Source: an optimization exercise on an open RTL-to-GDS flow (aim: small area, a short achievable clock period and few clock cycles per item). Production flows keep margins and buffers that such runs may drop. At most, simulation tests tie the RTL to the original design; equivalence was not proved.

==> juniper <==
Design mult_iter, start of the top module:
module mult_iter #(
  parameter int WIDTH = 32,
  parameter int DIGIT = 8
) (
  input  logic             clk,
  input  logic             rst_n,
  input  logic             valid_in,
  output logic             ready_out,
  input  logic             sign,
  input  logic [WIDTH-1:0] src_a,
  input  logic [WIDTH-1:0] src_b,
  input  logic             flush,
  output logic             valid_out,
  input  logic             ready_in,
  output logic [WIDTH-1:0] hi,
  output logic [WIDTH-1:0] lo
);
make LEC_CHECK=0 CAP_MARGIN=20 CORE_MARGIN=2 CORE_UTILIZATION=40 SLEW_MARGIN=20 SYNTH_HIERARCHICAL=1 finish   # period 10.0 ns
run.sh (not shown) runs the stock make flow with config.mk's settings and CLKGATE_MAP_FILE= SYNTH_SCRIPT=/design/flow/synth_recipe.tcl, a recipe that flattens the netlist after the stock synthesis.
==> umber (differences from juniper) <==
==> flow/flow/run.sh (new file) <==
#!/bin/bash
# The standard layout with two changes: the port buffers are plain buffers
# (buf_2) instead of the default choice, and timing repair aims at a setup
# slack margin so that the resizer works on the paths that set the period.
set -euo pipefail
bash standard.sh SETUP_SLACK_MARGIN=6.5 "BUFFER_PORTS_ARGS=-buffer_cell sky130_fd_sc_hd__buf_2" finish > standard_flow.log 2>&1
==> flow/standard.sh (new file) <==
#!/bin/bash
# synth_recipe.tcl (not shown) runs the flow's synth.tcl, then flattens the netlist and writes it again
# the make line also repeats each setting of config.mk as NAME=value (left out here)
make -C /OpenROAD-flow-scripts/flow DESIGN_CONFIG=/design/flow/config.mk WORK_HOME=/design/flow/orfs CLKGATE_MAP_FILE= SYNTH_SCRIPT=/design/flow/synth_recipe.tcl "${@:-finish}"
removed: flow/run.sh
==> results_dict.tcl <==
set metrics [dict create \
    diodes 2 \
    nClkBuffers 51 \
    status "no timing/DRC/antenna violations" \
    post_dp_cell_area_um2 39950 \
    grt_pass1_wl_um 194300 \
    drive_above_1_share_pct 40.34 \
    dp_hpwl_um 82110 \
    pre_cts_ws_ns 6.070 \
]
[end of results for umber]
==> results_dict.tcl <==
set metrics [dict create \
    status "no timing/DRC/antenna violations" \
    synth_top_cell_by_area "edfxtp_1" \
    post_dp_cell_area_um2 40620 \
    dp_hpwl_um 81210 \
    num-nonclk-buffers 223 \
    n_tap_cell 1276 \
    pre_cts_ws_ns 6.102 \
    busiest_layer "met2" \
    use_met1_pct 34.47 \
    nClkBuffers 50 \
    grt_pass1_wl_um 190400 \
    diodes 1 \
    drive_above_1_share_pct 17.64 \
]
[end of results for juniper]
Testbench counts of juniper, summed over its fixed seeds: cycles 1,944, items 1,920.
Testbench counts of umber, summed over its fixed seeds: cycles 1,944, items 1,920.

========
==> wip/raven <==
Another version of the RTL of mult_iter (not shown whole).
clock: 10.0 ns
lec_check: 0
cap_margin: 20
core_margin: 2
core_utilization: 40
slew_margin: 20
synth_hierarchical: 1
standard.sh (not shown) runs the stock make flow with config.mk's settings and CLKGATE_MAP_FILE= SYNTH_SCRIPT=/design/flow/synth_recipe.tcl, a recipe that flattens the netlist after the stock synthesis.
==> flow/flow/run.sh <==
#!/bin/bash
# The standard layout, with timing repair aiming at a setup slack margin so
# that the resizer works on the paths that set the achieved period.
set -euo pipefail
bash standard.sh SETUP_SLACK_MARGIN=${MARGIN:-6.5} finish > standard_flow.log 2>&1
==> wip/xenon: changes against wip/raven <==
==> flow/run.sh (new file) <==
#!/bin/bash
# synth_recipe.tcl (not shown) runs the flow's synth.tcl, then flattens the netlist and writes it again
# the make line also repeats each setting of config.mk as NAME=value (left out here)
make -C /OpenROAD-flow-scripts/flow DESIGN_CONFIG=/design/flow/config.mk WORK_HOME=/design/flow/orfs CLKGATE_MAP_FILE= SYNTH_SCRIPT=/design/flow/synth_recipe.tcl finish
removed: flow/flow/run.sh
removed: flow/standard.sh
==> flow_metrics.tcl <==
set metrics [dict create \
    outcome "no timing/DRC/antenna violations" \
    holdCritStartpoint "px_q[12]" \
    vias_per_cell 6.165 \
    grt_util_all_layers 0.2582 \
    cp.arrival_ns 5.00 \
    dp_hpwl_um 78350 \
    met1_usage 0.3481 \
]
# the run above: wip/raven

==> flow_metrics.tcl <==
set metrics [dict create \
    outcome "no timing/DRC/antenna violations" \
    wirelength_um 131900 \
    vias_per_cell 6.201 \
    met1_usage 0.3550 \
    cts.sinks 444 \
    holdCritStartpoint "px_q[11]" \
    final_common_cell "xnor2_1" \
]
# the run above: wip/xenon

Function was not checked in any run of this note: the RTL went through the layout flow alone.

==> re-timing with driven ports <==
No port has a modelled driver above. Below, the same layouts with a new extraction and two added sets of constraints.
Step 1 (the two cells are an assumption about what drives the block):
set clk [get_ports {clk}]
set_driving_cell -lib_cell sky130_fd_sc_hd__clkbuf_16 $clk
set_driving_cell -lib_cell sky130_fd_sc_hd__buf_2 [delete_from_list [all_inputs] $clk]
Step 2 times the ports against the registers' clock, not the clock port: input delays grow and output delays shrink by t, the midpoint of the rising clock arrivals with the driver on.
Three values: ideal, step 1, step 2; two values: the first two.
run	shift t [ns]	slack for setup (ns)	worst data-port slew with drivers (ns)	pins driven straight from the clock port
juniper	0.688	5.990 / 5.990 / 5.990	0.06	1
umber	0.683	6.298 / 6.298 / 6.298	0.05	1
wip/raven	0.687	5.381 / 5.381 / 5.381	0.04	1
wip/xenon	0.692	5.026 / 5.026 / 5.026	0.04	1
After both steps setup and hold are still met in every run listed.
